This design comes from an exercise in tuning for small area, a short achievable clock period and few clock cycles per item on the open sky130 flow, not from production work. In this exercise RTL edits were held to simulation tests only and were not proved equivalent to the original. No activity file was given, so power comes from the tool's default toggle rates.

### flow/design.v
`default_nettype none
module soc_axi_regfile #(
  parameter int TAGW      = 16,
  parameter int MEM_BYTES = 64,
  parameter int NUM_LOG   = 2,
  parameter int ADDRW     = 13
) (
  input  logic                   aclk,
  input  logic                   rst,
  input  logic                   arvalid,
  output logic                   arready,
  input  logic [31:0]            araddr,
  input  logic [TAGW-1:0]        arid,
  input  logic [7:0]             arlen,
  input  logic [1:0]             arburst,
  input  logic [2:0]             arsize,
  output logic                   rvalid,
  input  logic                   rready,
  output logic [31:0]            rdata,
  output logic [1:0]             rresp,
  output logic [TAGW-1:0]        rid,
  output logic                   rlast,
  input  logic                   awvalid,
  output logic                   awready,
  input  logic [31:0]            awaddr,
  input  logic [TAGW-1:0]        awid,
  input  logic [7:0]             awlen,
  input  logic [1:0]             awburst,
  input  logic [2:0]             awsize,
  input  logic                   wvalid,
  output logic                   wready,
  input  logic [31:0]            wdata,
  input  logic [3:0]             wstrb,
  input  logic                   wlast,
  output logic                   bvalid,
  input  logic                   bready,
  output logic [1:0]             bresp,
  output logic [TAGW-1:0]        bid,
  input  logic [31:0]            gpio_in,
  output logic [31:0]            gpio_out,
  output logic [31:0]            pauser,
  output logic [255:0]           cptra_obf_key,
  input  logic [8*NUM_LOG-1:0]   log_char,
  input  logic [NUM_LOG-1:0]     log_empty,
  input  logic [NUM_LOG-1:0]     log_full,
  output logic [NUM_LOG-1:0]     log_rd
);
  localparam int          NW            = MEM_BYTES / 4;    
  localparam int          WAW           = ADDRW - 2;        
  localparam int          MWW           = $clog2(NW);
  localparam logic [1:0]  C_BURST_FIXED = 2'b00;
  localparam logic [1:0]  C_BURST_WRAP  = 2'b10;
  localparam logic [WAW-1:0] C_LOG_WBASE = WAW'(32'h1000 >> 2);
  logic w_unused;
  assign w_unused = ^{araddr[31:ADDRW], araddr[1:0], awaddr[31:ADDRW], awaddr[1:0], wlast};
  logic [NW-1:0][31:0] mem_q;    
  localparam int DW = NW + 2 * NUM_LOG + 1;
  function automatic logic [DW-1:0] rdec(input logic [WAW-1:0] a, input logic bad);
    logic [NW-1:0]      sel;
    logic [NUM_LOG-1:0] ld, ls;
    logic               ok;
    sel = '0; ld = '0; ls = '0; ok = 1'b0;
    if (!bad) begin
      if (a[WAW-1:MWW] == '0) begin
        ok = 1'b1;
        sel[a[MWW-1:0]] = 1'b1;
      end
      for (int n = 0; n < NUM_LOG; n++) begin
        if (a[WAW-1:1] == (C_LOG_WBASE[WAW-1:1] | (WAW-1)'(n))) begin
          ok = 1'b1;
          if (a[0]) ls[n] = 1'b1;
          else      ld[n] = 1'b1;
        end
      end
    end
    rdec = {ok, ls, ld, sel};
  endfunction
  logic            rh_v_q, rt_v_q;
  logic [WAW-1:0]  rh_addr_q, rt_addr_q;
  logic [7:0]      rh_rem_q, rt_len_q;
  logic            rh_last_q;
  logic            rh_fixed_q, rt_fixed_q;
  logic            rh_bad_q, rt_bad_q;
  logic [TAGW-1:0] rh_id_q, rt_id_q;
  logic [NW-1:0]   rh_sel_q;
  logic [NUM_LOG-1:0] rh_ld_q, rh_ls_q;
  logic            rh_ok_q;
  logic            arready_q;
  logic            rvalid_q;
  logic [31:0]     rdata_q;
  logic            rerr_q;
  logic [TAGW-1:0] rid_q;
  logic            rlast_q;
  logic [NUM_LOG-1:0] rpop_q;
  logic            ar_hs;
  logic            ar_bad;
  logic            ar_fixed;
  logic            r_free;
  logic            r_gen;
  logic            r_adv;
  logic [31:0]     r_data;
  logic [NUM_LOG-1:0] r_pop;
  logic            r_block;
  logic [DW-1:0]   r_dec_nxt;    
  logic [DW-1:0]   r_dec_new;    
  logic [WAW-1:0]  r_addr_nxt;
  assign ar_hs    = arvalid & arready_q;
  assign ar_bad   = (arsize != 3'd2) || (arburst == C_BURST_WRAP);
  assign ar_fixed = (arburst == C_BURST_FIXED);
  assign r_free   = ~rvalid_q | rready;
  always_comb begin
    r_data = 32'h0;
    for (int w = 0; w < NW; w++) begin
      if (w == 2) r_data = r_data | ({32{rh_sel_q[w]}} & gpio_in);
      else        r_data = r_data | ({32{rh_sel_q[w]}} & mem_q[w]);
    end
    r_block = 1'b0;
    for (int n = 0; n < NUM_LOG; n++) begin
      r_data[8:0] = r_data[8:0] | ({9{rh_ld_q[n]}} & {~log_empty[n], log_char[8*n +: 8]});
      r_data[1:0] = r_data[1:0] | ({2{rh_ls_q[n]}} & {log_full[n], log_empty[n]});
      r_pop[n]    = rh_ld_q[n] & ~log_empty[n];
      r_block     = r_block | (rh_ld_q[n] & rvalid_q & rpop_q[n]);
    end
  end
  assign r_gen      = rh_v_q & r_free & ~r_block;
  assign r_adv      = ~rh_v_q | (r_gen & rh_last_q);    
  assign r_addr_nxt = rh_fixed_q ? rh_addr_q : rh_addr_q + WAW'(1);
  logic r_at_top, r_at_logm1;
  logic [2*NUM_LOG-1:0] r_lw, r_lw_nxt;
  logic [NW-1:0] r_sel_nxt;
  assign r_at_top   = ~rh_bad_q & (rh_addr_q == '1);
  assign r_at_logm1 = ~rh_bad_q & (rh_addr_q == C_LOG_WBASE - WAW'(1));
  always_comb begin
    for (int n = 0; n < NUM_LOG; n++) begin
      r_lw[2*n]   = rh_ld_q[n];
      r_lw[2*n+1] = rh_ls_q[n];
    end
    r_lw_nxt  = {r_lw[2*NUM_LOG-2:0], r_at_logm1};
    r_sel_nxt = {rh_sel_q[NW-2:0], r_at_top};
    if (rh_fixed_q) begin
      r_dec_nxt = {rh_ok_q, rh_ls_q, rh_ld_q, rh_sel_q};
    end else begin
      r_dec_nxt[NW-1:0] = r_sel_nxt;
      for (int n = 0; n < NUM_LOG; n++) begin
        r_dec_nxt[NW+n]         = r_lw_nxt[2*n];
        r_dec_nxt[NW+NUM_LOG+n] = r_lw_nxt[2*n+1];
      end
      r_dec_nxt[DW-1] = (rh_ok_q & ~rh_sel_q[NW-1] & ~r_lw[2*NUM_LOG-1]) | r_at_top | r_at_logm1;
    end
  end
  assign r_dec_new  = rt_v_q ? rdec(rt_addr_q, rt_bad_q) : rdec(araddr[ADDRW-1:2], ar_bad);
  always_ff @(posedge aclk) begin
    if (rst) begin
      rh_v_q    <= 1'b0;
      rt_v_q    <= 1'b0;
      arready_q <= 1'b1;
      rvalid_q  <= 1'b0;
      rpop_q    <= '0;
    end else begin
      if (r_adv) begin
        rh_v_q <= rt_v_q | ar_hs;
        rt_v_q <= rt_v_q & ar_hs;
        arready_q <= ~(rt_v_q & ar_hs);
      end else begin
        rt_v_q <= rt_v_q | ar_hs;
        arready_q <= ~(rt_v_q | ar_hs);
      end
      if (r_free) rvalid_q <= r_gen;
      if (r_gen) rpop_q <= r_pop;
      else if (r_free) rpop_q <= '0;
    end
  end
  always_ff @(posedge aclk) begin
    if (r_adv) begin
      {rh_ok_q, rh_ls_q, rh_ld_q, rh_sel_q} <= r_dec_new;
      if (rt_v_q) begin
        rh_addr_q  <= rt_addr_q;
        rh_rem_q   <= rt_len_q;
        rh_last_q  <= (rt_len_q == 8'h0);
        rh_fixed_q <= rt_fixed_q;
        rh_bad_q   <= rt_bad_q;
        rh_id_q    <= rt_id_q;
      end else begin
        rh_addr_q  <= araddr[ADDRW-1:2];
        rh_rem_q   <= arlen;
        rh_last_q  <= (arlen == 8'h0);
        rh_fixed_q <= ar_fixed;
        rh_bad_q   <= ar_bad;
        rh_id_q    <= arid;
      end
    end else if (r_gen) begin
      rh_rem_q  <= rh_rem_q - 8'h1;
      rh_last_q <= (rh_rem_q == 8'h1);
      rh_addr_q <= r_addr_nxt;
      {rh_ok_q, rh_ls_q, rh_ld_q, rh_sel_q} <= r_dec_nxt;
    end
    if (ar_hs) begin
      rt_addr_q  <= araddr[ADDRW-1:2];
      rt_len_q   <= arlen;
      rt_fixed_q <= ar_fixed;
      rt_bad_q   <= ar_bad;
      rt_id_q    <= arid;
    end
    if (r_gen) begin
      rdata_q <= r_data;
      rerr_q  <= ~rh_ok_q;
      rid_q   <= rh_id_q;
      rlast_q <= rh_last_q;
    end
  end
  logic            wh_v_q;
  logic [WAW-1:0]  wh_addr_q;
  logic [7:0]      wh_rem_q;
  logic            wh_last_q;
  logic            wh_ok_q;        
  logic            wh_fixed_q;
  logic            wh_bad_q;
  logic            wh_err_q;
  logic [TAGW-1:0] wh_id_q;
  logic            awready_q;
  logic            wready_q;
  logic            bvalid_q;
  logic            berr_q;
  logic [TAGW-1:0] bid_q;
  logic            aw_hs;
  logic            aw_bad;
  logic            aw_fixed;
  logic            w_hs;
  logic            w_adv;
  logic            w_wr;
  logic            wh_v_d, wh_last_d, bvalid_d;
  logic [7:0]      wh_rem_d;
  logic [WAW-1:0]  w_addr_nxt;
  assign aw_hs      = awvalid & awready_q;
  assign aw_bad     = (awsize != 3'd2) || (awburst == C_BURST_WRAP);
  assign aw_fixed   = (awburst == C_BURST_FIXED);
  assign w_hs       = wvalid & wready_q;
  assign w_adv      = ~wh_v_q | (w_hs & wh_last_q);
  assign w_wr       = w_hs & wh_ok_q;
  assign w_addr_nxt = wh_addr_q + WAW'(1);
  always_comb begin
    if (w_adv) begin
      wh_v_d    = aw_hs;
      wh_rem_d  = awlen;
      wh_last_d = (wh_rem_d == 8'h0);
    end else begin
      wh_v_d    = wh_v_q;
      wh_rem_d  = w_hs ? wh_rem_q - 8'h1 : wh_rem_q;
      wh_last_d = w_hs ? (wh_rem_q == 8'h1) : wh_last_q;
    end
    bvalid_d = (bvalid_q & ~bready) | (w_hs & wh_last_q);
  end
  always_ff @(posedge aclk) begin
    if (rst) begin
      wh_v_q    <= 1'b0;
      awready_q <= 1'b1;
      wready_q  <= 1'b0;
      bvalid_q  <= 1'b0;
    end else begin
      wh_v_q    <= wh_v_d;
      awready_q <= ~wh_v_d;
      wready_q  <= wh_v_d & (~wh_last_d | ~bvalid_d);
      bvalid_q  <= bvalid_d;
    end
  end
  always_ff @(posedge aclk) begin
    wh_rem_q  <= wh_rem_d;
    wh_last_q <= wh_last_d;
    if (w_adv) begin
      wh_err_q <= 1'b0;
      wh_addr_q  <= awaddr[ADDRW-1:2];
      wh_ok_q    <= ~aw_bad & (awaddr[ADDRW-1:MWW+2] == '0);
      wh_fixed_q <= aw_fixed;
      wh_bad_q   <= aw_bad;
      wh_id_q    <= awid;
    end else if (w_hs) begin
      wh_err_q <= wh_err_q | ~wh_ok_q;
      if (!wh_fixed_q) begin
        wh_addr_q <= w_addr_nxt;
        wh_ok_q   <= ~wh_bad_q & (w_addr_nxt[WAW-1:MWW] == '0);
      end
    end
    if (w_hs & wh_last_q) begin
      berr_q <= wh_err_q | ~wh_ok_q;
      bid_q  <= wh_id_q;
    end
  end
  logic [31:0] w_lane;
  logic [3:0]  w_go;
  assign w_lane = rst ? 32'h0 : wdata;
  assign w_go   = {4{w_wr}} & wstrb;
  for (genvar gw = 0; gw < NW; gw++) begin : g_word
    if (gw == 2) begin : g_hole
      assign mem_q[gw] = 32'h0;
    end else begin : g_store
      logic [31:0] word_q;
      for (genvar gb = 0; gb < 4; gb++) begin : g_byte
        logic en;
        assign en = rst | (w_go[gb] & (wh_addr_q[MWW-1:0] == MWW'(gw)));
        always_ff @(posedge aclk) begin
          if (en) word_q[8*gb +: 8] <= w_lane[8*gb +: 8];
        end
      end
      assign mem_q[gw] = word_q;
    end
  end
  assign arready  = arready_q;
  assign rvalid   = rvalid_q;
  assign rdata    = rdata_q;
  assign rresp    = {rerr_q, 1'b0};
  assign rid      = rid_q;
  assign rlast    = rlast_q;
  assign log_rd   = {NUM_LOG{rvalid_q & rready & ~rst}} & rpop_q;
  assign awready  = awready_q;
  assign wready   = wready_q;
  assign bvalid   = bvalid_q;
  assign bresp    = {berr_q, 1'b0};
  assign bid      = bid_q;
  assign gpio_out = mem_q[0];
  assign pauser   = mem_q[3];
  for (genvar gi = 0; gi < 8; gi++) begin : g_key
    assign cptra_obf_key[32*gi +: 32] = mem_q[8+gi];
  end
endmodule
`default_nettype wire
### flow/flow/run.sh
#!/bin/bash
# Standard ORFS layout; the port buffers use a small plain buffer cell and
# clock tree synthesis clusters more sinks per buffer without dummy loads.
set -euo pipefail
export BUFFER_PORTS_ARGS="-buffer_cell sky130_fd_sc_hd__buf_1"
export CTS_ARGS="-sink_clustering_enable -repair_clock_nets -sink_clustering_size 30 -sink_clustering_max_diameter 60 -dont_use_dummy_load"
bash standard.sh > flow.log 2>&1
### flow/standard.sh
#!/bin/bash
# synth_recipe.tcl (not shown) runs the flow's synth.tcl, then flattens the netlist and writes it again
# the make line also repeats each setting of config.mk as NAME=value (left out here)
make -C /OpenROAD-flow-scripts/flow DESIGN_CONFIG=/design/flow/config.mk WORK_HOME=/design/flow/orfs CLKGATE_MAP_FILE= SYNTH_SCRIPT=/design/flow/synth_recipe.tcl "${@:-finish}"
### flow/config.mk
export PLATFORM = sky130hd
export DESIGN_NAME = soc_axi_regfile
export DESIGN_NICKNAME = soc_axi_regfile
export VERILOG_FILES = /design/flow/design.v
export SDC_FILE = /design/flow/constraint.sdc
export NUM_CORES = 4
export LEC_CHECK = 0
export CAP_MARGIN = 20
export CORE_MARGIN = 2
export CORE_UTILIZATION = 55
export PLACE_DENSITY = 0.7
export SETUP_SLACK_MARGIN = 1.9
export SLEW_MARGIN = 20
### flow/constraint.sdc
create_clock -name core_clock -period 4.0 [get_ports {aclk}]
set_input_delay 0.8000 -clock core_clock [delete_from_list [all_inputs] [get_ports {aclk}]]
set_output_delay 0.8000 -clock core_clock [all_outputs]
set_load 0.01 [all_outputs]
==> out/qor.yml, run 1 <==
netlist_area_um2: 27200
critPathTopFamily: "flip-flops"
status: "timing/DRC/antenna clean"
setup.worst_path.start_class: "flop"
fin_worst_skew_ns: 0.0525
layout_commonest_cell: "edfxtp_1"
final-setup-viol-count: 0
cts-root-buf: "clkbuf_16"
final_core_util_pct: 65.5
final.period_utilization_pct: 54.9
hold_violations: 0
power_density_nw_per_um2: 481
rsz0062_at_grt: "yes"
drtAntennaViolNets: 0
cts_buffer_depth: 3
antenna_found_initial: 8
fin_tns_setup_ns: 0
hold_class: "input port to flop"
period_needed_ns: 2.20
post_dp_cell_area_um2: 30500
port_buffers: 568
die_w_um: 226
finalWeightedCongestion: 0.967
ys_seq_area_share_pct: 76.2
placed_cells: 2871
cts_hold_buf: 0
clock_latency_ns: 0.61
grt_max_degree: 61
dp_hpwl_mm: 62.2
ir_drop_v: 0.000322
clock-sinks: 693
slew_headroom_pct: 24.6
yosys_warnings: 1
path_buf_inv: 0
layout-drive-gt1-share_pct: 10.1
wirelength_mm: 90.7
viasPerCell: 6.43
tightestPinTransition_ns: 1.13
synthCells: 1645
firstDrtPassIters: 6
path_max_fanout: 7
final_cells: 2957
mostFrequentLayoutCells: "edfxtp_1 (681), buf_1 (560), a22o_1 (122), buf_4 (120), a221oi_1 (119)"
required_ns: 4.38
drv_cap: 0
rows: 81
ys_ff_latch: 693
grtUsageTotal_pct: 34.7
grt_pass1_wl_mm: 125
htreeDepth: 2
synth_edf_count: 681
final-max-slew-violation-count: 0
setup.worst_path.class: "flop to flop"
drc: 0
synth.distinct_cells: 66
core_area_um2: 48800
drt_iter0_drc: 2796
clk_pin_slew_ns: 0.08
max_freq_mhz: 455
initial_utilization_pct: 55.6
die_h_um: 226
syn-mean-instance-area_um2: 16.5
cpMaxStageDelayCell: "edfxtp_1"
async_flop_share_pct: 0
design.portCount: 614
synth_flop_cell: "edfxtp_1"
crit_chain: "ha_2 > nand3_4 > nor2_2 > mux2_1 > a2bb2oi_1 > o31ai_1"
numCtsBuffers: 41
wl_per_cell_um: 30.7
critPathMaxStageDelay_ns: 0.49
first_global_vias: 17900
grt_overflow_total: 0
vias: 19000
area_growth_pct: 17.8
dieArea_um2: 51200
arrival_ns: 2.58
cp-end-kind: "flop"
cts_tree: "built"
layout.nets: 2524
fin_area_um2: 32000
p_leak_nw: 10.8
area by class of cell:
class / count / area, um2
well taps: 664 / 831
flip-flops and latches: 693 / 20700
diodes: 6 / 15.0
fillers: 3639 / 16900
inverters: 22 / 87.6
repair buffers: 694 / 3160
multi-input cells: 837 / 6160
clock buffers: 41 / 1030
cell families (layout without fill, tap and decap cells):
family          Yosys count  in the layout  share of synthesized area (%)
mux                      32             32                           1.27
xor+xnor                 32             32                           1.03
buf+inv                 117            757                           1.79
other cells               1              8                         0.0138
fa+ha+maj                18             18                          0.825
flops                   693            693                           76.2
compound gates          432            433                           12.5
simple gates            320            320                           6.37
layer usage:
metal	vias to the layer above	share of wire [%]	global-route usage (%)
met1	9442	37	46.7
met4	4	3.9	13.1
li1	7955	-	-
met3	212	12	7.48
met2	1409	47	55.8
met5	-	0.022	0.880
state kept, by name (all words and copies together), names as in the netlist, 2 cells and up:
| register | flops |
|---|---|
| g_word.g_store.word_q | 480 |
| rh_ld_q | 2 |
| rt_len_q | 8 |
| rdata_q | 32 |
| rh_sel_q | 16 |
| rt_id_q | 16 |
| rh_rem_q | 8 |
| rt_addr_q | 11 |
| rpop_q | 2 |
| wh_rem_q | 8 |
| wh_addr_q | 11 |
| rh_addr_q | 11 |
| rh_ls_q | 2 |
| wh_id_q | 16 |
| rh_id_q | 16 |
| rid_q | 16 |
| bid_q | 16 |
power breakdown:
group          switching (W)  internal [W]
Combinational        0.00159      0.000796
Clock                0.00219       0.00183
Sequential          0.000339       0.00864
Total                0.00412        0.0113
worst paths after layout:
| kind | from | end | slack (ns) | depth (start not counted) |
|---|---|---|---|---|
| max | wh_addr_q[1] | wh_ok_q | 1.80 | 6 |
| min | awid[3] | wh_id_q[3] | 0.39 | 1 |
| max reg2reg | wh_addr_q[1] | wh_ok_q | 1.80 | 6 |
| min reg2reg | rh_id_q[13] | rid_q[13] | 0.41 | 0 |
per-stage QoR:
step	worst slack (ns)	power (W)	hold WS, ns
after global placement	1.07	0.0113	0.401
after CTS	1.62	0.0153	0.362
final	1.80	0.0154	0.386
after global routing	1.75	0.0158	0.372
after detailed placement	1.04	0.0114	0.405
after floorplan	1.83	0.0103	0.400
synthesized netlist by cell type (9+ instances only):
cell type / number / area, um2
dfxtp_1: 12 / 240
o21ai_1: 9 / 45.0
and3_1: 16 / 100
mux2i_1: 13 / 130
o21ai_0: 33 / 165
edfxtp_1: 681 / 20400
o21bai_1: 61 / 458
xor2_1: 17 / 149
o211ai_1: 10 / 75.1
nand3_1: 32 / 160
a21oi_1: 22 / 110
a22oi_1: 26 / 195
xnor2_1: 15 / 131
nand4_1: 39 / 244
nand2_1: 91 / 342
nor4_1: 10 / 62.6
nor2_1: 34 / 128
inv_1: 20 / 75.1
mux2_2: 18 / 203
nor3_1: 15 / 75.1
a22o_1: 122 / 1070
nor2b_1: 46 / 288
ha_1: 17 / 213
a221oi_1: 120 / 1050
clkbuf_1: 72 / 270
repair_timing:
item / CTS / global route
buffers inserted: 28 / 8
endpoints found under the setup margin: 175 / 110
gates resized for setup: 12 / 25
gates cloned: 2 / 1
pin swaps: 0 / 1
hold endpoints to repair: 0 / 0
Testbench counts, summed over its fixed seeds: cycles 11,649, items 2,560.
==> run 2, diff against run 1 <==
--- a/flow/design.v
+++ b/flow/design.v
@@ -75,17 +75,17 @@
     end
     rdec = {ok, ls, ld, sel};
   endfunction
-  logic            rh_v_q, rt_v_q;
-  logic [WAW-1:0]  rh_addr_q, rt_addr_q;
-  logic [7:0]      rh_rem_q, rt_len_q;
+  logic            rh_v_q;
+  logic [WAW-1:0]  rh_addr_q;
+  logic [7:0]      rh_rem_q;
   logic            rh_last_q;
-  logic            rh_fixed_q, rt_fixed_q;
-  logic            rh_bad_q, rt_bad_q;
-  logic [TAGW-1:0] rh_id_q, rt_id_q;
+  logic            rh_fixed_q;
+  logic            rh_bad_q;
+  logic [TAGW-1:0] rh_id_q;
   logic [NW-1:0]   rh_sel_q;
   logic [NUM_LOG-1:0] rh_ld_q, rh_ls_q;
   logic            rh_ok_q;
-  logic            arready_q;
+  logic            ar_free_q, ar_last_q;
   logic            rvalid_q;
   logic [31:0]     rdata_q;
   logic            rerr_q;
@@ -104,7 +104,8 @@
   logic [DW-1:0]   r_dec_nxt;    
   logic [DW-1:0]   r_dec_new;    
   logic [WAW-1:0]  r_addr_nxt;
-  assign ar_hs    = arvalid & arready_q;
+  assign arready  = ar_free_q | (ar_last_q & rready);
+  assign ar_hs    = arvalid & arready;
   assign ar_bad   = (arsize != 3'd2) || (arburst == C_BURST_WRAP);
   assign ar_fixed = (arburst == C_BURST_FIXED);
   assign r_free   = ~rvalid_q | rready;
@@ -148,59 +149,56 @@
       r_dec_nxt[DW-1] = (rh_ok_q & ~rh_sel_q[NW-1] & ~r_lw[2*NUM_LOG-1]) | r_at_top | r_at_logm1;
     end
   end
-  assign r_dec_new  = rt_v_q ? rdec(rt_addr_q, rt_bad_q) : rdec(araddr[ADDRW-1:2], ar_bad);
+  assign r_dec_new  = rdec(araddr[ADDRW-1:2], ar_bad);
+  logic rh_v_d, rh_last_d, rvalid_d, r_block_d;
+  logic [NUM_LOG-1:0] rh_ld_d, rpop_d;
+  always_comb begin
+    if (r_adv) begin
+      rh_v_d    = ar_hs;
+      rh_last_d = (arlen == 8'h0);
+      rh_ld_d   = r_dec_new[NW +: NUM_LOG];
+    end else if (r_gen) begin
+      rh_v_d    = 1'b1;
+      rh_last_d = (rh_rem_q == 8'h1);
+      rh_ld_d   = r_dec_nxt[NW +: NUM_LOG];
+    end else begin
+      rh_v_d    = 1'b1;
+      rh_last_d = rh_last_q;
+      rh_ld_d   = rh_ld_q;
+    end
+    rvalid_d  = r_free ? r_gen : rvalid_q;
+    rpop_d    = r_gen ? r_pop : (r_free ? '0 : rpop_q);
+    r_block_d = rvalid_d & |(rh_ld_d & rpop_d);
+  end
   always_ff @(posedge aclk) begin
     if (rst) begin
       rh_v_q    <= 1'b0;
-      rt_v_q    <= 1'b0;
-      arready_q <= 1'b1;
+      ar_free_q <= 1'b1;
+      ar_last_q <= 1'b0;
       rvalid_q  <= 1'b0;
       rpop_q    <= '0;
     end else begin
-      if (r_adv) begin
-        rh_v_q <= rt_v_q | ar_hs;
-        rt_v_q <= rt_v_q & ar_hs;
-        arready_q <= ~(rt_v_q & ar_hs);
-      end else begin
-        rt_v_q <= rt_v_q | ar_hs;
-        arready_q <= ~(rt_v_q | ar_hs);
-      end
-      if (r_free) rvalid_q <= r_gen;
-      if (r_gen) rpop_q <= r_pop;
-      else if (r_free) rpop_q <= '0;
+      rh_v_q    <= rh_v_d;
+      ar_free_q <= ~rh_v_d | (rh_last_d & ~rvalid_d & ~r_block_d);
+      ar_last_q <= rh_v_d & rh_last_d & ~r_block_d;
+      rvalid_q  <= rvalid_d;
+      rpop_q    <= rpop_d;
     end
   end
   always_ff @(posedge aclk) begin
+    rh_last_q <= rh_last_d;
     if (r_adv) begin
       {rh_ok_q, rh_ls_q, rh_ld_q, rh_sel_q} <= r_dec_new;
-      if (rt_v_q) begin
-        rh_addr_q  <= rt_addr_q;
-        rh_rem_q   <= rt_len_q;
-        rh_last_q  <= (rt_len_q == 8'h0);
-        rh_fixed_q <= rt_fixed_q;
-        rh_bad_q   <= rt_bad_q;
-        rh_id_q    <= rt_id_q;
-      end else begin
-        rh_addr_q  <= araddr[ADDRW-1:2];
-        rh_rem_q   <= arlen;
-        rh_last_q  <= (arlen == 8'h0);
-        rh_fixed_q <= ar_fixed;
-        rh_bad_q   <= ar_bad;
-        rh_id_q    <= arid;
-      end
+      rh_addr_q  <= araddr[ADDRW-1:2];
+      rh_rem_q   <= arlen;
+      rh_fixed_q <= ar_fixed;
+      rh_bad_q   <= ar_bad;
+      rh_id_q    <= arid;
     end else if (r_gen) begin
       rh_rem_q  <= rh_rem_q - 8'h1;
-      rh_last_q <= (rh_rem_q == 8'h1);
       rh_addr_q <= r_addr_nxt;
       {rh_ok_q, rh_ls_q, rh_ld_q, rh_sel_q} <= r_dec_nxt;
     end
-    if (ar_hs) begin
-      rt_addr_q  <= araddr[ADDRW-1:2];
-      rt_len_q   <= arlen;
-      rt_fixed_q <= ar_fixed;
-      rt_bad_q   <= ar_bad;
-      rt_id_q    <= arid;
-    end
     if (r_gen) begin
       rdata_q <= r_data;
       rerr_q  <= ~rh_ok_q;
@@ -217,7 +215,7 @@
   logic            wh_bad_q;
   logic            wh_err_q;
   logic [TAGW-1:0] wh_id_q;
-  logic            awready_q;
+  logic            aw_free_q, aw_last_q;
   logic            wready_q;
   logic            bvalid_q;
   logic            berr_q;
@@ -231,7 +229,8 @@
   logic            wh_v_d, wh_last_d, bvalid_d;
   logic [7:0]      wh_rem_d;
   logic [WAW-1:0]  w_addr_nxt;
-  assign aw_hs      = awvalid & awready_q;
+  assign awready    = aw_free_q | (aw_last_q & wvalid);
+  assign aw_hs      = awvalid & awready;
   assign aw_bad     = (awsize != 3'd2) || (awburst == C_BURST_WRAP);
   assign aw_fixed   = (awburst == C_BURST_FIXED);
   assign w_hs       = wvalid & wready_q;
@@ -253,12 +252,14 @@
   always_ff @(posedge aclk) begin
     if (rst) begin
       wh_v_q    <= 1'b0;
-      awready_q <= 1'b1;
+      aw_free_q <= 1'b1;
+      aw_last_q <= 1'b0;
       wready_q  <= 1'b0;
       bvalid_q  <= 1'b0;
     end else begin
       wh_v_q    <= wh_v_d;
-      awready_q <= ~wh_v_d;
+      aw_free_q <= ~wh_v_d;
+      aw_last_q <= wh_v_d & wh_last_d & ~bvalid_d;
       wready_q  <= wh_v_d & (~wh_last_d | ~bvalid_d);
       bvalid_q  <= bvalid_d;
     end
@@ -277,7 +278,7 @@
       wh_err_q <= wh_err_q | ~wh_ok_q;
       if (!wh_fixed_q) begin
         wh_addr_q <= w_addr_nxt;
-        wh_ok_q   <= ~wh_bad_q & (w_addr_nxt[WAW-1:MWW] == '0);
+        wh_ok_q   <= ~wh_bad_q & ((wh_ok_q & (wh_addr_q[MWW-1:0] != '1)) | (wh_addr_q == '1));
       end
     end
     if (w_hs & wh_last_q) begin
@@ -304,14 +305,12 @@
       assign mem_q[gw] = word_q;
     end
   end
-  assign arready  = arready_q;
   assign rvalid   = rvalid_q;
   assign rdata    = rdata_q;
   assign rresp    = {rerr_q, 1'b0};
   assign rid      = rid_q;
   assign rlast    = rlast_q;
   assign log_rd   = {NUM_LOG{rvalid_q & rready & ~rst}} & rpop_q;
-  assign awready  = awready_q;
   assign wready   = wready_q;
   assign bvalid   = bvalid_q;
   assign bresp    = {berr_q, 1'b0};
==> flow/flow/run.sh (replaced) <==
#!/bin/bash
# Standard ORFS layout; only the port buffers use a small plain buffer cell.
set -euo pipefail
export BUFFER_PORTS_ARGS="-buffer_cell sky130_fd_sc_hd__buf_1"
bash standard.sh > flow.log 2>&1
--- a/flow/config.mk
+++ b/flow/config.mk
@@ -5,9 +5,12 @@
 export SDC_FILE = /design/flow/constraint.sdc
 export NUM_CORES = 4
 export LEC_CHECK = 0
+export ABC_AREA = 1
 export CAP_MARGIN = 20
 export CORE_MARGIN = 2
 export CORE_UTILIZATION = 55
+export CTS_CLUSTER_DIAMETER = 60
+export CTS_CLUSTER_SIZE = 30
 export PLACE_DENSITY = 0.7
 export SETUP_SLACK_MARGIN = 1.9
 export SLEW_MARGIN = 20
==> out/qor.yml, run 2 <==
synth_fa_ha_area_share_pct: 0.634  # -0.19 points
p_int_w: 0.0109  # -2.8%
synth_xor_area_share_pct: 0.849  # -0.18 points
port_buffers: 568  # unchanged
wl_per_cell_um: 26.2  # -15%
grt_overflow_total: 0  # unchanged
drt_iter0_drc: 2143  # -23%
crit_start: "rst"
endpoint: "log_rd[1]"
grtUsageTotal_pct: 33.6  # -1.1 points
largest_reg_flops: 480  # unchanged
critPathMaxStageDelay_ns: 0.14  # -0.35 ns
rows: 79  # -2.5%
drtAntennaViolNets: 0  # unchanged
path_max_fanout: 2  # -5
hold_class: "input port to flop"
synth_top_family_by_area: "simple AND/OR/NAND/NOR gates"
antenna_found_initial: 4  # -4
power_w: 0.0151  # -1.6%
fin_tns_setup_ns: 0  # unchanged
pwr-share-comb_pct: 12.3  # -3.2 points
worstReg2RegEnd: "rdata_q[29]"
cts-root-buf: "clkbuf_16"
cpMaxStageDelayCell: "clkbuf_16"
fin_worst_skew_ns: 0.0457  # -0.00679 ns
placed_cells: 3066  # +6.8%
layout.nets: 2773  # +9.9%
cts_tree: "built"
synth_edf_count: 641  # -5.9%
ir_drop_v: 0.000481  # +49%
layout-drive-gt1-share_pct: 9.48  # -0.58 points
design.portCount: 614  # unchanged
max_flop_register: "g_word.g_store.word_q"
final_cells: 3183  # +7.6%
finalWeightedCongestion: 0.930  # -3.8%
drv_cap: 0  # unchanged
vias: 18900  # -0.64%
ys_ff_latch: 657  # -5.2%
slew_headroom_pct: 26.5  # +1.9 points
p_seq_share_pct: 55.3  # -3.1 points
synthDominantCellAreaShare_pct: 75.0  # -0.27 points
async_flop_share_pct: 0  # unchanged
synthMuxAreaShare_pct: 0  # -1.3 points
synthSimpleGateAreaFrac_pct: 12.8  # +6.4 points
numCtsBuffers: 42  # +2.4%
wirelength_mm: 83.4  # -8.1%
rsz0062_at_grt: "yes"
setup.worst_path.start_class: "input port"
drc: 0  # unchanged
synth_common_cells: "edfxtp_1 (641), nand2_1 (510), inv_1 (96), o21ai_0 (96), nor2_1 (91)"
yosys_warnings: 1  # unchanged
ys_seq_area_share_pct: 76.3  # +0.092 points
synthCells: 1919  # +17%
largestRegisters: "g_word.g_store.word_q x480, rdata_q x32"
final-setup-viol-count: 0  # unchanged
core_area_um2: 46300  # -5.3%
crit_chain: "clkbuf_16 > inv_8 > nand3_4 > nor2_4 > buf_6"
synth-compound-area-share_pct: 6.26  # -6.3 points
clock-sinks: 657  # -5.2%
reg2reg_slack_ns: 1.92  # +0.12 ns
final.period_utilization_pct: 53.2  # -1.7 points
synth.most_common_cell: "edfxtp_1"
netSwitchingFraction_pct: 27.6  # +0.86 points
clock_latency_ns: 0.61  # about the same
switching_power_w: 0.00418  # +1.5%
arrival_ns: 1.33  # -1.25 ns
syn-mean-instance-area_um2: 13.4  # -19%
cts_buffer_depth: 3  # unchanged
required_ns: 3.20  # -1.18 ns
rr_startpoint: "rh_sel_q[15]"
layout_commonest_cell: "edfxtp_1"
first_global_vias: 18100  # +1.0%
area_growth_pct: 20.9
max_freq_mhz: 470  # +3.3%
die_w_um: 220  # -2.8%
p_leak_nw: 11.3  # +4.3%
power_density_nw_per_um2: 488  # +1.4%
hold_violations: 0  # unchanged
dieArea_um2: 48400  # -5.4%
setup.worst_path.class: "input port to primary output"
synth_flop_cell: "edfxtp_1"
period_needed_ns: 2.13  # -0.0696 ns
yosysTopAreaCell: "edfxtp_1"
mostFrequentLayoutCells: "edfxtp_1 (641), buf_1 (563), nand2_1 (505), inv_1 (95), buf_4 (90)"
synth.distinct_cells: 41  # -38%
synthTopCellsByArea: "edfxtp_1 (75%), nand2_1 (7.5%), a221oi_1 (2.1%)"
status: "timing/DRC/antenna clean"
grt_max_degree: 62  # +1.6%
dp_hpwl_mm: 56.6  # -9.1%
power_frac_clock_pct: 32.4  # +6.3 points
cp-end-kind: "primary output"
initial_utilization_pct: 55.5  # -0.14 points
r2r_cells: 5  # -1
die_h_um: 220  # -2.8%
firstDrtPassIters: 5  # -1
clk_pin_slew_ns: 0.10  # +0.02 ns
tightestPinTransition_ns: 1.10  # -0.0303 ns
viasPerCell: 5.94  # -7.7%
grt_pass1_wl_mm: 116  # -7.7%
htreeDepth: 2  # unchanged
netlist_area_um2: 25700  # -5.5%
final-max-slew-violation-count: 0  # unchanged
## run 2: power groups by stage
stage | Sequential [W] | Combinational, W | Clock [W]
final | 0.00836 | 0.00186 | 0.00490
after global routing | 0.00840 | 0.00200 | 0.00516
after CTS | 0.00836 | 0.00182 | 0.00495
after detailed placement | 0.00858 | 0.00166 | 0
after global placement | 0.00856 | 0.00163 | 0
after floorplan | 0.00853 | 0.000852 | 0
## run 2: routing by layer
metal	global-route usage [%]	routed length (um)
met5	0	38
met4	14.5	3470
met3	8.03	9720
met2	52.9	39100
met1	45.1	31000
## run 2: cells by family after synthesis
logic type / Yosys count
compound gates: 246
xor+xnor: 24
fa+ha+maj: 13
buf+inv: 197
flops: 657
other cells: 1
simple gates: 781
## run 2: worst min path at each step
stage,start,endpoint,slack [ns],depth (start not counted)
floorplan,wh_id_q[0],bid_q[0],0.40,0
global placement,wh_id_q[7],bid_q[7],0.40,0
detailed placement,rh_id_q[10],rid_q[10],0.41,0
CTS,arid[9],rh_id_q[9],0.34,1
global route,awid[9],wh_id_q[9],0.35,1
finish,arid[9],rh_id_q[9],0.36,1
## run 2: timing repair
| item | 4_1_cts | 5_1_grt |
|---|---|---|
| setup buffers | 33 | 6 |
| pin swaps | 13 | 6 |
| hold buffers | 0 | 0 |
| endpoints found under the setup margin | 464 | 204 |
| gates resized for setup | 49 | 14 |
## run 2: critical path: cells and delay by family
family	cells	cell delay (ns)
buffers and inverters	3	0.32
AND/OR/NAND/NOR	2	0.19
## run 2: metrics by stage
step / worst slack [ns] / utilization, % / hold slack (ns) / instance area (um2)
4_1_cts: 1.82 / 66.7 / 0.338 / 30900
3_3_place_gp: 0.990 / 62.1 / 0.402 / 28700
2_1_floorplan: 1.74 / - / 0.400 / 25700
6_report: 1.87 / 67.1 / 0.363 / 31000
3_5_place_dp: 0.970 / 62.1 / 0.406 / 28700
5_1_grt: 1.84 / 67.1 / 0.346 / 31000
## run 2: final cells by class
cell class | instances | area (um2)
fill | 3371 | 15200
multi-input combinational | 1066 | 5590
inverter | 99 | 389
timing repair buffer | 676 | 3180
antenna | 1 | 2.50
clock inverter | 33 | 447
clock buffer | 44 | 1080
tap | 607 | 759
sequential | 657 | 19600
Testbench counts of run 2, summed over its fixed seeds: cycles 11,332, items 2,560.
==> run 3, diff against run 2 <==
--- a/flow/config.mk
+++ b/flow/config.mk
@@ -5,12 +5,11 @@
 export SDC_FILE = /design/flow/constraint.sdc
 export NUM_CORES = 4
 export LEC_CHECK = 0
-export ABC_AREA = 1
 export CAP_MARGIN = 20
 export CORE_MARGIN = 2
 export CORE_UTILIZATION = 55
 export CTS_CLUSTER_DIAMETER = 60
 export CTS_CLUSTER_SIZE = 30
 export PLACE_DENSITY = 0.7
-export SETUP_SLACK_MARGIN = 1.9
+export SETUP_SLACK_MARGIN = 1.95
 export SLEW_MARGIN = 20
==> out/qor.yml, run 3 <==
top_layer_used: "met5"
rr_startpoint: "rvalid_q"
rows: 78  # -1.3%
clock_latency_ns: 0.62  # about the same
vias: 17900  # -5.2%
synth_common_cells: "edfxtp_1 (641), a22o_1 (133), a221oi_1 (120)"
synth_edf_count: 641  # unchanged
fin_worst_skew_ns: 0.0310  # -0.0148 ns
synthDominantCellAreaShare_pct: 76.2  # +1.2 points
grt_overflow_total: 0  # unchanged
firstDrtPassIters: 6  # +1
largest_reg_flops: 480  # unchanged
antenna_found_initial: 9  # +5
drtAntennaViolNets: 0  # unchanged
met2_length_mm: 40.7  # +4.0%
clock-sinks: 657  # unchanged
cp-end-kind: "primary output"
final-setup-viol-count: 0  # unchanged
port_buffers: 568  # unchanged
core_area_um2: 45400  # -1.9%
drc: 0  # unchanged
max_flop_register: "g_word.g_store.word_q"
initial_utilization_pct: 55.6  # +0.16 points
final_cells: 2786  # -12%
final.period_utilization_pct: 54.5  # +1.3 points
crit_start: "rst"
final-max-slew-violation-count: 0  # unchanged
synthCells: 1492  # -22%
viasPerCell: 6.43  # +8.4%
hold_violations: 0  # unchanged
drt_iter0_drc: 2707  # +26%
layout-drive-gt1-share_pct: 12.9  # +3.5 points
cts_buffer_depth: 3  # unchanged
cts_tree: "built"
grt_pass1_wl_mm: 119  # +2.8%
post_dp_cell_area_um2: 28500  # -0.84%
setup.worst_path.class: "input port to primary output"
hold_class: "input port to flop"
clk_pin_slew_ns: 0.10  # about the same
cts-root-buf: "clkbuf_16"
syn-mean-instance-area_um2: 16.9  # +27%
timing.hold.ws_ns: 0.346  # -0.0166 ns
placed_cells: 2655  # -13%
synth.most_common_cell: "edfxtp_1"
drv_cap: 0  # unchanged
critPathMaxStageDelay_ns: 0.29  # +0.15 ns
largestRegisters: "g_word.g_store.word_q x480, rdata_q x32"
power_density_nw_per_um2: 498  # +2.1%
holdCritStartpoint: "awid[7]"
yosys_warnings: 1  # unchanged
htreeDepth: 2  # unchanged
fin_area_um2: 30700  # -1.0%
numCtsBuffers: 43  # +2.4%
crit_chain: "clkbuf_16 > and4b_1 > buf_2"
die_h_um: 218  # -0.79%
rsz0062_at_grt: "yes"
layout.nets: 2378  # -14%
area_growth_pct: 21.6
ys_ff_latch: 657  # unchanged
final_core_util_pct: 67.7  # +0.60 points
dieArea_um2: 47600  # -1.6%
path_max_fanout: 3  # +1
ir_drop_v: 0.000456  # -5.1%
yosysTopAreaCell: "edfxtp_1"
fin_tns_setup_ns: 0  # unchanged
slew_headroom_pct: 25.4  # -1.1 points
synth.distinct_cells: 61  # +49%
grt_max_degree: 75  # +21%
required_ns: 3.20  # about the same
setup.worst_path.start_class: "input port"
mostFrequentLayoutCells: "edfxtp_1 (641), buf_1 (532), a22o_1 (133), a221oi_1 (120), buf_4 (116)"
synth_flop_cell: "edfxtp_1"
period_needed_ns: 2.18  # +0.0531 ns
first_global_vias: 17000  # -6.3%
dp_hpwl_mm: 55.6  # -1.7%
design.portCount: 614  # unchanged
wirelength_met1_mm: 31.9  # +2.7%
finalWeightedCongestion: 0.894  # -3.9%
async_flop_share_pct: 0  # unchanged
cpMaxStageDelayCell: "and4b_1"
p_leak_nw: 10.6  # -5.6%
grtUsageTotal_pct: 35.4  # +1.8 points
arrival_ns: 1.38  # +0.05 ns
max_freq_mhz: 459  # -2.4%
synthTopCellsByArea: "edfxtp_1 (76%), a22o_1 (4.6%), a221oi_1 (4.2%)"
ys_seq_area_share_pct: 77.5  # +1.2 points
status: "timing/DRC/antenna clean"
wl_met3_mm: 10.9  # +12%
die_w_um: 218  # -0.79%
tightestPinTransition_ns: 1.12  # +0.0179 ns
wirelength_mm: 86.5  # +3.8%
layout_commonest_cell: "edfxtp_1"
netlist_area_um2: 25200  # -1.6%
wl_per_cell_um: 31.1  # +19%
-- run 3: cell count changes after synthesis, sizes merged, moves of 19 or more --
cell,delta
o21bai,+59
nand4,-41
nor2b,+39
and3,+19
a21oi,-29
inv,-79
a22oi,+29
a221oi,+59
a22o,+106
nand2,-439
o21ai,-59
nor2,-64
nand3,-55
-- run 3: layer usage --
metal,track usage [%],up-vias
met3,7.89,188
li1,-,7436
met4,12.7,8
met1,48.8,8882
met2,56.1,1411
met5,0,-
-- run 3: worst max-delay path, delay by kind of cell --
kind                   cells  cell delay (ns)
buffers and inverters      2             0.29
and+or+nand+nor            1             0.29
-- run 3: layout make-up --
cell class	count	area, um2
timing repair buffer	695	3270
multi-input combinational	729	5380
antenna	5	12.5
clock inverter	34	488
clock buffer	45	1130
fill	3268	14700
tap	600	751
inverter	21	86.3
sequential	657	19600
-- run 3: cells by family (layout without fill, tap and decap cells) --
family / Yosys count / after routing / synth area share (%)
xor gates and xnor gates: 32 / 32 / 1.11
and+or+nand+nor: 258 / 260 / 5.54
DFF: 657 / 657 / 77.5
other: 1 / 7 / 0.0149
AOI/OAI and AO/OA: 418 / 419 / 13.2
buffers and inverters: 110 / 795 / 1.83
adders and majority gates: 13 / 13 / 0.644
muxes: 3 / 3 / 0.129
-- run 3: path summary, 6_finish.rpt --
check	end	slack (ns)	cells after the start
max	log_rd[0]	1.82	3
max reg2reg	rh_sel_q[8]	1.93	8
min	wh_id_q[7]	0.35	1
min reg2reg	rid_q[5]	0.43	0
-- run 3: timing repair --
| action | CTS | global route |
|---|---|---|
| setup buffers | 32 | 11 |
| gates resized for setup | 46 | 33 |
| hold buffers | 0 | 0 |
| setup endpoints to repair | 199 | 178 |
| cloned | 2 | 2 |
| pin swaps | 4 | 5 |
-- run 3: power by group --
part	leakage [nW]	total, W	switching [W]	internal, W
Clock	0.760	0.00503	0.00274	0.00229
Combinational	3.21	0.00190	0.00127	0.000630
Sequential	6.67	0.00836	0.000265	0.00809
-- run 3: through the flow --
step,power [W],setup slack [ns]
global placement,0.0102,1.15
global route,0.0157,1.81
floorplan,0.00938,1.83
detailed placement,0.0103,1.12
CTS,0.0152,1.76
finish,0.0153,1.82
==> run 4, diff against run 3 <==
--- a/flow/config.mk
+++ b/flow/config.mk
@@ -11,5 +11,5 @@
 export CTS_CLUSTER_DIAMETER = 60
 export CTS_CLUSTER_SIZE = 30
 export PLACE_DENSITY = 0.7
-export SETUP_SLACK_MARGIN = 1.95
-export SLEW_MARGIN = 20
+export SETUP_SLACK_MARGIN = 1.9
+export SLEW_MARGIN = 60
==> out/qor.yml, run 4 <==
htreeDepth: 2  # unchanged
hold_violations: 0  # unchanged
synth_xor_area_share_pct: 1.11  # unchanged
final.period_utilization_pct: 53.8  # -0.74 points
tightestPinTransition_ns: 0.580  # -0.536 ns
wirelength_mm: 85.4  # -1.3%
synth.most_common_cell: "edfxtp_1"
rr_startpoint: "wh_ok_q"
layout-drive-gt1-share_pct: 13.3  # +0.38 points
cp.depth: 4  # +1
layout.nets: 2375  # -0.13%
synth_fa_ha_area_share_pct: 0.644  # unchanged
p_leak_nw: 10.7  # +0.93%
first_global_vias: 17500  # +2.8%
largest_reg_flops: 480  # unchanged
ys_ff_latch: 657  # unchanged
required_ns: 4.31  # +1.11 ns
arrival_ns: 2.46  # +1.08 ns
netlist_area_um2: 25200  # unchanged
antenna_found_initial: 6  # -3
cts_buffer_depth: 3  # unchanged
slew_headroom_pct: 61.3  # +36 points
synth_top_family_by_area: "compound AO/OA/AOI/OAI gates"
drv_cap: 0  # unchanged
ys_seq_area_share_pct: 77.5  # unchanged
status: "timing/DRC/antenna clean"
synth_edf_count: 641  # unchanged
nFillCells: 3145  # -3.8%
dieArea_um2: 47600  # unchanged
firstDrtPassIters: 6  # unchanged
synthCells: 1492  # unchanged
drtAntennaViolNets: 0  # unchanged
cts_tree: "built"
area_growth_pct: 22.4
yosys_warnings: 1  # unchanged
r2r_cells: 4  # -4
power_density_nw_per_um2: 504  # +1.2%
rsz0062_at_grt: "yes"
ir_drop_v: 0.000493  # +8.2%
port_buffers: 568  # unchanged
synthDominantCellAreaShare_pct: 76.2  # unchanged
grt_max_degree: 86  # +15%
initial_utilization_pct: 55.6  # unchanged
drc: 0  # unchanged
cp-end-kind: "flop"
layout_commonest_cell: "edfxtp_1"
synthMuxAreaShare_pct: 0.129  # unchanged
clock-sinks: 657  # unchanged
numCtsBuffers: 44  # +2.3%
fin_tns_setup_ns: 0  # unchanged
core_area_um2: 45400  # unchanged
synth-compound-area-share_pct: 13.2  # unchanged
async_flop_share_pct: 0  # unchanged
rows: 78  # unchanged
drt_iter0_drc: 2546  # -5.9%
die_h_um: 218  # unchanged
synthTopCellsByArea: "edfxtp_1 (76%), a22o_1 (4.6%), a221oi_1 (4.2%)"
worstReg2RegEnd: "g_word[11].g_store.word_q[9]"
reg2reg_slack_ns: 1.85  # -0.08 ns
die_w_um: 218  # unchanged
viasPerCell: 6.47  # +0.51%
crit_chain: "and3_1 > nand2_2 > o21bai_2 > buf_4"
path_buf_inv: 1  # -1
setup.worst_path.start_class: "flop"
synth_common_cells: "edfxtp_1 (641), a22o_1 (133), a221oi_1 (120)"
vias: 18000  # +0.44%
critPathMaxStageDelay_ns: 0.43  # +0.14 ns
crit_start: "wh_ok_q"
largestRegisters: "g_word.g_store.word_q x480, rdata_q x32"
synth.distinct_cells: 61  # unchanged
grtUsageTotal_pct: 35.1  # -0.36 points
placed_cells: 2679  # +0.90%
final-max-slew-violation-count: 0  # unchanged
fin_worst_skew_ns: 0.0281  # -0.00290 ns
yosysTopAreaCell: "edfxtp_1"
synth_flop_cell: "edfxtp_1"
grt_pass1_wl_mm: 119  # -0.12%
cts-root-buf: "clkbuf_16"
setup.worst_path.class: "flop to flop"
endpoint: "g_word[11].g_store.word_q[9]"
final_cells: 2784  # -0.072%
period_needed_ns: 2.15  # -0.0296 ns
wl_per_cell_um: 30.7  # -1.2%
final-setup-viol-count: 0  # unchanged
critPathTopFamily: "simple AND/OR/NAND/NOR gates"
cpMaxStageDelayCell: "edfxtp_1"
path_max_fanout: 15  # +12
clk_pin_slew_ns: 0.11  # about the same
hold_class: "input port to flop"
design.portCount: 614  # unchanged
max_freq_mhz: 465  # +1.4%
max_flop_register: "g_word.g_store.word_q"
mostFrequentLayoutCells: "edfxtp_1 (641), buf_1 (557), a22o_1 (133), a221oi_1 (116), buf_4 (111)"
clock_latency_ns: 0.62  # about the same
synthSimpleGateAreaFrac_pct: 5.54  # unchanged
dp_hpwl_mm: 57.6  # +3.6%
grt_overflow_total: 0  # unchanged
finalWeightedCongestion: 0.896  # +0.21%
syn-mean-instance-area_um2: 16.9  # unchanged
==> run 4: worst reg2reg max path: stages, from the launching register on <==
cell	delay, ns
edfxtp_1	0.43
and3_1	0.41
nand2_2	0.34
o21bai_2	0.39
buf_4	0.26
==> run 4: final cells by class <==
type / instances / area (um2) / area share, %
sequential: 657 / 19600 / 63.4
inverter: 21 / 88.8 / 0.287
clock buffer: 46 / 1150 / 3.72
clock inverter: 35 / 578 / 1.87
timing repair buffer: 693 / 3180 / 10.3
multi-input combinational: 727 / 5560 / 18.0
antenna: 5 / 12.5 / 0.0405
tap: 600 / 751 / 2.43
==> run 4: report_power, final <==
part | internal, W | switching [W] | total, W
Clock | 0.00249 | 0.00283 | 0.00532
Sequential | 0.00809 | 0.000269 | 0.00836
Combinational | 0.000636 | 0.00126 | 0.00189
Total | 0.0112 | 0.00436 | 0.0156
==> run 4: kinds of logic after synthesis <==
logic type,count (synthesis)
adders and majority gates,13
buffers and inverters,110
muxes,3
DFF,657
other,1
and+or+nand+nor,258
xor gates and xnor gates,32
AOI/OAI and AO/OA,418
==> run 4: how the worst min path moves through the flow <==
stage	start	end	slack (ns)	cells after the start
6_report	awid[9]	wh_id_q[9]	0.35	1
5_1_grt	awid[2]	wh_id_q[2]	0.34	1
4_1_cts	awid[1]	wh_id_q[1]	0.33	1
3_5_place_dp	wh_id_q[14]	bid_q[14]	0.40	0
3_3_place_gp	rh_id_q[13]	rid_q[13]	0.40	0
2_1_floorplan	wh_id_q[0]	bid_q[0]	0.40	0
==> run 4: timing repair <==
action | CTS | global route
buffers inserted | 11 | 7
setup endpoints to repair | 69 | 177
gates cloned | 0 | 1
gates resized for setup | 18 | 25
pin swaps | 3 | 2
hold buffers | 0 | 0
==> run 4: metrics by stage <==
| step | util (%) | worst slack (ns) | hold WS, ns | total power (W) | cell area, um2 |
|---|---|---|---|---|---|
| after detailed placement | 63.4 | 1.16 | 0.405 | 0.0103 | 28800 |
| final | 68.1 | 1.85 | 0.346 | 0.0156 | 30900 |
| after global placement | 62.6 | 0.989 | 0.400 | 0.0102 | 28400 |
| after CTS | 67.5 | 1.77 | 0.327 | 0.0155 | 30700 |
| after floorplan | - | 1.83 | 0.400 | 0.00938 | 25400 |
| after global routing | 68.1 | 1.85 | 0.339 | 0.0160 | 30900 |
==> run 4: metal layers <==
layer	wire length, um	GRT usage, %
met1	31400	47.4
met2	40200	55.6
met3	10200	8.06
met4	3650	14.0
met5	27	0
==> run 5, diff against run 4 <==
--- a/flow/config.mk
+++ b/flow/config.mk
@@ -5,11 +5,11 @@
 export SDC_FILE = /design/flow/constraint.sdc
 export NUM_CORES = 4
 export LEC_CHECK = 0
-export CAP_MARGIN = 20
+export CAP_MARGIN = 40
 export CORE_MARGIN = 2
 export CORE_UTILIZATION = 55
 export CTS_CLUSTER_DIAMETER = 60
 export CTS_CLUSTER_SIZE = 30
 export PLACE_DENSITY = 0.7
 export SETUP_SLACK_MARGIN = 1.9
-export SLEW_MARGIN = 60
+export SLEW_MARGIN = 40
==> out/qor.yml, run 5 <==
status: "timing/DRC/antenna clean"
firstDrtPassIters: 5  # -1
grt_overflow_total: 0  # unchanged
required_ns: 3.20  # -1.11 ns
synth.most_common_cell: "edfxtp_1"
cts_buffer_depth: 3  # unchanged
netlist_area_um2: 25200  # unchanged
cts-root-buf: "clkbuf_16"
slew_headroom_pct: 50.5  # -11 points
syn-mean-instance-area_um2: 16.9  # unchanged
dp_hpwl_mm: 56.9  # -1.2%
final-max-slew-violation-count: 0  # unchanged
drc: 0  # unchanged
die_h_um: 218  # unchanged
p_leak_nw: 10.6  # -1.6%
rsz0062_at_grt: "yes"
synthTopCellsByArea: "edfxtp_1 (76%), a22o_1 (4.6%), a221oi_1 (4.2%)"
synthCells: 1492  # unchanged
design.portCount: 614  # unchanged
wirelength_mm: 85.1  # -0.46%
port_buffers: 568  # unchanged
final-setup-viol-count: 0  # unchanged
numCtsBuffers: 43  # -2.3%
grtUsageTotal_pct: 35.0  # -0.062 points
synthDominantCellAreaShare_pct: 76.2  # unchanged
dieArea_um2: 47600  # unchanged
wl_per_cell_um: 30.6  # -0.17%
setup.worst_path.class: "input port to primary output"
synth.distinct_cells: 61  # unchanged
synth-compound-area-share_pct: 13.2  # unchanged
first_global_vias: 17200  # -1.4%
initial_utilization_pct: 55.6  # unchanged
area_growth_pct: 21.5
clock_latency_ns: 0.62  # about the same
synth_fa_ha_area_share_pct: 0.644  # unchanged
fin_tns_setup_ns: 0  # unchanged
period_needed_ns: 2.12  # -0.0330 ns
layout_commonest_cell: "edfxtp_1"
max_flop_register: "g_word.g_store.word_q"
tightestPinTransition_ns: 0.743  # +0.162 ns
largestRegisters: "g_word.g_store.word_q x480, rdata_q x32"
ir_drop_v: 0.000391  # -21%
finalWeightedCongestion: 0.896  # unchanged
ys_seq_area_share_pct: 77.5  # unchanged
die_w_um: 218  # unchanged
cts_tree: "built"
reg2reg_slack_ns: 1.90  # +0.05 ns
max_freq_mhz: 472  # +1.6%
yosysTopAreaCell: "edfxtp_1"
synth_edf_count: 641  # unchanged
grt_pass1_wl_mm: 118  # -0.56%
largest_reg_flops: 480  # unchanged
clk_pin_slew_ns: 0.10  # about the same
layout.nets: 2366  # -0.38%
mostFrequentLayoutCells: "edfxtp_1 (641), buf_1 (558), a22o_1 (133), a221oi_1 (117), buf_4 (100)"
drt_iter0_drc: 2714  # +6.6%
async_flop_share_pct: 0  # unchanged
synthSimpleGateAreaFrac_pct: 5.54  # unchanged
synthMuxAreaShare_pct: 0.129  # unchanged
drv_cap: 0  # unchanged
preCtsSetupSlack_ns: 1.02  # -0.131 ns
arrival_ns: 1.32  # -1.14 ns
fin_worst_skew_ns: 0.0292  # +0.00111 ns
layout-drive-gt1-share_pct: 12.6  # -0.68 points
power_w: 0.0153  # -1.7%
grt_max_degree: 86  # unchanged
synth_common_cells: "edfxtp_1 (641), a22o_1 (133), a221oi_1 (120)"
antenna_found_initial: 8  # +2
power_density_nw_per_um2: 499  # -0.95%
layout_setup_ws_ns: 1.88  # +0.0330 ns
viasPerCell: 6.48  # +0.14%
synth_top_family_by_area: "compound AO/OA/AOI/OAI gates"
htreeDepth: 2  # unchanged
core_area_um2: 45400  # unchanged
hold_violations: 0  # unchanged
ys_ff_latch: 657  # unchanged
path_max_fanout: 4  # -11
drtAntennaViolNets: 0  # unchanged
final.period_utilization_pct: 52.9  # -0.83 points
vias: 18000  # -0.14%
synth_flop_cell: "edfxtp_1"
rows: 78  # unchanged
synth_xor_area_share_pct: 1.11  # unchanged
yosys_warnings: 1  # unchanged
hold_class: "input port to flop"
setup.worst_path.start_class: "input port"
clock-sinks: 657  # unchanged
cp-end-kind: "primary output"
## run 5: timing repair
| item | 4_1_cts | 5_1_grt |
|---|---|---|
| hold buffers | 0 | 0 |
| cloned | 0 | 1 |
| resized for setup | 25 | 20 |
| hold endpoints to repair | 0 | 0 |
| buffers inserted | 22 | 3 |
| pin swaps | 2 | 3 |
| endpoints found under the setup margin | 171 | 83 |
## run 5: path summary, 6_finish.rpt
kind          startpoint                     endpoint  depth (start not counted)
min              arid[5]                   rh_id_q[5]                          1
max                  rst                    log_rd[0]                          3
min reg2reg  wh_id_q[11]                    bid_q[11]                          0
max reg2reg      wh_ok_q  g_word[5].g_store.word_q[8]                          4
## run 5: cell type report
class / count / area [um2]
Antenna cell: 7 / 17.5
Clock buffer: 47 / 1130
Clock inverter: 32 / 493
Fill cell: 3226 / 14700
Inverter: 21 / 88.8
Multi-Input combinational cell: 727 / 5440
Sequential cell: 657 / 19600
Tap cell: 600 / 751
Timing Repair Buffer: 685 / 3170
## run 5: per-layer routing
layer / up-vias / wire (um) / share of wire (%) / GRT usage [%]
li1: 7396 / - / - / -
met1: 8911 / 30800 / 36 / 47.2
met5: - / 27 / 0.032 / 0
met4: 4 / 4040 / 4.7 / 14.6
met2: 1424 / 39700 / 47 / 54.8
met3: 243 / 10500 / 12 / 8.78
## run 5: per-stage QoR
stage	hold slack [ns]	util, %	cells	instance area (um2)
6_report	0.358	67.6	2776	30700
3_5_place_dp	0.405	63.1	2664	28600
2_1_floorplan	0.400	-	1493	25400
4_1_cts	0.325	67.2	2765	30500
5_1_grt	0.346	67.6	2775	30700
3_3_place_gp	0.400	62.6	2651	28400
## run 5: kinds of logic after synthesis
| group | Yosys count |
|---|---|
| simple gates | 258 |
| buf+inv | 110 |
| flops | 657 |
| fa+ha+maj | 13 |
| compound gates | 418 |
| xor+xnor | 32 |
| other cells | 1 |
| mux | 3 |
## run 5: critical path, stage by stage
cell and delay (ns):
clkbuf_16 0.14, and4b_1 0.25, buf_2 0.13
## run 5: power breakdown
group / switching, W / total, W / internal (W)
registers: 0.000264 / 0.00835 / 0.00809
clock network: 0.00272 / 0.00507 / 0.00235
logic: 0.00126 / 0.00189 / 0.000629
total: 0.00424 / 0.0153 / 0.0111
==> run 6, diff against run 5 <==
==> flow/config.mk (replaced) <==
export PLATFORM = sky130hd
export DESIGN_NAME = soc_axi_regfile
export DESIGN_NICKNAME = soc_axi_regfile
export VERILOG_FILES = /design/flow/design.v
export SDC_FILE = /design/flow/constraint.sdc
export NUM_CORES = 4
export LEC_CHECK = 0
export CAP_MARGIN = 20
export CORE_MARGIN = 2
export CORE_UTILIZATION = 50
export CTS_CLUSTER_DIAMETER = 60
export CTS_CLUSTER_SIZE = 30
export PLACE_DENSITY = 0.65
export SETUP_SLACK_MARGIN = 1.9
export SLEW_MARGIN = 20
==> out/qor.yml, run 6 <==
yosysTopAreaCell: "edfxtp_1"
first_global_vias: 17200  # -0.24%
cp-end-kind: "primary output"
design.portCount: 614  # unchanged
clk_pin_slew_ns: 0.10  # about the same
layout.nets: 2361  # -0.21%
power_frac_clock_pct: 33.7  # +0.6 points
hold_class: "input port to flop"
period_needed_ns: 2.18  # +0.0666 ns
fin_tns_setup_ns: 0  # unchanged
grtUsageTotal_pct: 32.8  # -2.2 points
synth_common_cells: "edfxtp_1 (641), a22o_1 (133), a221oi_1 (120)"
hold_violations: 0  # unchanged
largest_reg_flops: 480  # unchanged
r2r_cells: 4  # unchanged
post_dp_cell_area_um2: 28600  # -0.17%
crit_start: "rst"
drc: 0  # unchanged
reg2reg_slack_ns: 1.89  # about the same
arrival_ns: 1.38  # +0.06 ns
p_leak_nw: 10.4  # -1.1%
netSwitchingFraction_pct: 27.9  # +0.24 points
synth_edf_count: 641  # unchanged
ys_ff_latch: 657  # unchanged
fin_area_um2: 30500  # -0.52%
initial_utilization_pct: 50.5  # -5.1 points
slew_headroom_pct: 25.4  # -25 points
drv_cap: 0  # unchanged
firstDrtPassIters: 6  # +1
grt_pass1_wl_mm: 123  # +4.1%
fin_worst_skew_ns: 0.0354  # +0.00624 ns
antenna_found_initial: 7  # -1
largestRegisters: "g_word.g_store.word_q x480, rdata_q x32"
netlist_area_um2: 25200  # unchanged
cts_tree: "built"
path_max_fanout: 3  # -1
required_ns: 3.20  # about the same
drtAntennaViolNets: 0  # unchanged
final.period_utilization_pct: 54.6  # +1.7 points
power_density_nw_per_um2: 505  # +1.3%
endpoint: "log_rd[1]"
numCtsBuffers: 45  # +4.7%
preCtsSetupSlack_ns: 0.997  # -0.0279 ns
p_seq_share_pct: 54.2  # -0.4 points
layout_commonest_cell: "edfxtp_1"
switching_power_w: 0.00431  # +1.6%
cts-root-buf: "clkbuf_16"
yosys_warnings: 1  # unchanged
layout-drive-gt1-share_pct: 10.5  # -2.1 points
pwr-share-comb_pct: 12.1  # -0.2 points
tightestPinTransition_ns: 1.12  # +0.374 ns
grt_overflow_total: 0  # unchanged
final-setup-viol-count: 0  # unchanged
vias: 17800  # -1.1%
die_w_um: 229  # +4.8%
grt_max_degree: 40  # -53%
clock_latency_ns: 0.61  # about the same
rsz0062_at_grt: "yes"
status: "timing/DRC/antenna clean"
p_int_w: 0.0111  # +0.41%
wirelength_mm: 87.7  # +3.1%
rr_startpoint: "wh_ok_q"
die_h_um: 229  # +4.8%
synthCells: 1492  # unchanged
ir_drop_v: 0.000404  # +3.2%
rows: 82  # +5.1%
wl_per_cell_um: 30.9  # +0.73%
worstReg2RegEnd: "g_word[3].g_store.word_q[7]"
timing.hold.ws_ns: 0.353  # -0.00458 ns
setup.worst_path.class: "input port to primary output"
synthDominantCellAreaShare_pct: 76.2  # unchanged
cts_buffer_depth: 3  # unchanged
area_growth_pct: 20.9
max_freq_mhz: 458  # -3.0%
core_area_um2: 50000  # +10%
mostFrequentLayoutCells: "edfxtp_1 (641), buf_1 (562), a22o_1 (133), a221oi_1 (120), buf_4 (106)"
final-max-slew-violation-count: 0  # unchanged
port_buffers: 568  # unchanged
dieArea_um2: 52300  # +9.8%
finalWeightedCongestion: 0.904  # +0.98%
clock-sinks: 657  # unchanged
ys_seq_area_share_pct: 77.5  # unchanged
setup.worst_path.start_class: "input port"
dp_hpwl_mm: 57.6  # +1.2%
syn-mean-instance-area_um2: 16.9  # unchanged
viasPerCell: 6.26  # -3.4%
synth.most_common_cell: "edfxtp_1"
synth_flop_cell: "edfxtp_1"
async_flop_share_pct: 0  # unchanged
drt_iter0_drc: 2116  # -22%
synthTopCellsByArea: "edfxtp_1 (76%), a22o_1 (4.6%), a221oi_1 (4.2%)"
max_flop_register: "g_word.g_store.word_q"
layout_setup_ws_ns: 1.82  # -0.0666 ns
synth.distinct_cells: 61  # unchanged
htreeDepth: 2  # unchanged
## run 6: per-layer routing
metal  vias to the layer above  global-route usage (%)  share of wire [%]
met5                         -                       0              0.024
met4                         4                    10.1                2.9
met3                       140                    8.20                 11
met2                      1163                    52.1                 47
met1                      9074                    45.0                 39
li1                       7391                       -                  -
## run 6: area by class of cell
cell class	instances	area (um2)
fillers	3908	19400
inverters	21	86.3
multi-input cells	729	5340
repair buffers	676	2990
diodes	5	12.5
flip-flops and latches	657	19600
clock buffers	46	1130
well taps	672	841
clock inverters	35	538
## run 6: critical path: stages
cell       delay [ns]
clkbuf_16        0.14
and4b_1          0.29
buf_2            0.15
## run 6: kinds of logic (layout without fill, tap and decap cells)
group / count (synthesis) / after routing / synth area share [%]
buf+inv: 110 / 778 / 1.83
flops: 657 / 657 / 77.5
fa+ha+maj: 13 / 13 / 0.644
mux: 3 / 3 / 0.129
xor+xnor: 32 / 32 / 1.11
simple gates: 258 / 260 / 5.54
other cells: 1 / 7 / 0.0149
compound gates: 418 / 419 / 13.2
## run 6: power by group through the flow
stage,combinational [W],sequential [W],clock [W]
after floorplan,0.000843,0.00854,0
after global placement,0.00170,0.00854,0
after detailed placement,0.00172,0.00857,0
after CTS,0.00183,0.00836,0.00525
after global routing,0.00195,0.00841,0.00549
final,0.00186,0.00836,0.00520
## run 6: timing repair
item	in CTS	in global routing
hold buffers	0	0
gates resized for setup	17	8
setup buffers	17	2
pin swaps	1	3
gates cloned	3	1
setup endpoints to repair	190	42
## run 6: worst min path at each step
stage | from | endpoint | slack, ns | depth (start not counted)
2_1_floorplan | wh_id_q[0] | bid_q[0] | 0.40 | 0
3_3_place_gp | wh_id_q[6] | bid_q[6] | 0.40 | 0
3_5_place_dp | rh_id_q[2] | rid_q[2] | 0.40 | 0
4_1_cts | arid[3] | rh_id_q[3] | 0.32 | 1
5_1_grt | arid[11] | rh_id_q[11] | 0.34 | 1
6_report | arid[3] | rh_id_q[3] | 0.35 | 1
## run 6: per-stage QoR
step	total power (W)	util, %	std cells
after detailed placement	0.0103	57.2	2732
after CTS	0.0154	61.0	2833
after floorplan	0.00938	-	1493
after global routing	0.0158	61.1	2838
after global placement	0.0102	57.2	2732
final	0.0154	61.1	2841

## what the ideal ports hide
No port has a modelled driver above. Below, the same layouts with a new extraction and two added sets of constraints. Step 1 sets driving cells, clkbuf_16 on the clock port and buf_2 on the other inputs (assumed; they add their load-dependent delay and slew). Step 2 also shifts input and output timing later by t, the mid clock arrival at the registers, as if the neighbouring blocks saw the same clock. Slacks: no drivers / after step 1 / after step 2; pairs: no drivers / after step 1.
| run | shift t [ns] | setup slack, ns | clock arrival spread, ns | pins driven straight from the clock port |
|---|---|---|---|---|
| run 1 | 0.641 | 1.803 / 1.733 / 1.322 | 0.058 / 0.058 | 1 |
| run 2 | 0.651 | 1.873 / 1.831 / 1.326 | 0.047 / 0.047 | 1 |
| run 3 | 0.665 | 1.820 / 1.722 / 1.255 | 0.035 / 0.035 | 1 |
| run 4 | 0.666 | 1.849 / 1.811 / 1.359 | 0.030 / 0.030 | 1 |
| run 5 | 0.659 | 1.882 / 1.836 / 1.296 | 0.035 / 0.035 | 1 |
| run 6 | 0.648 | 1.816 / 1.729 / 1.330 | 0.036 / 0.036 | 1 |
After both steps every run listed still meets setup and hold. The setup slack of run 5, which loses most, moves by -0.046 ns with the drivers and by -0.586 ns with both steps.
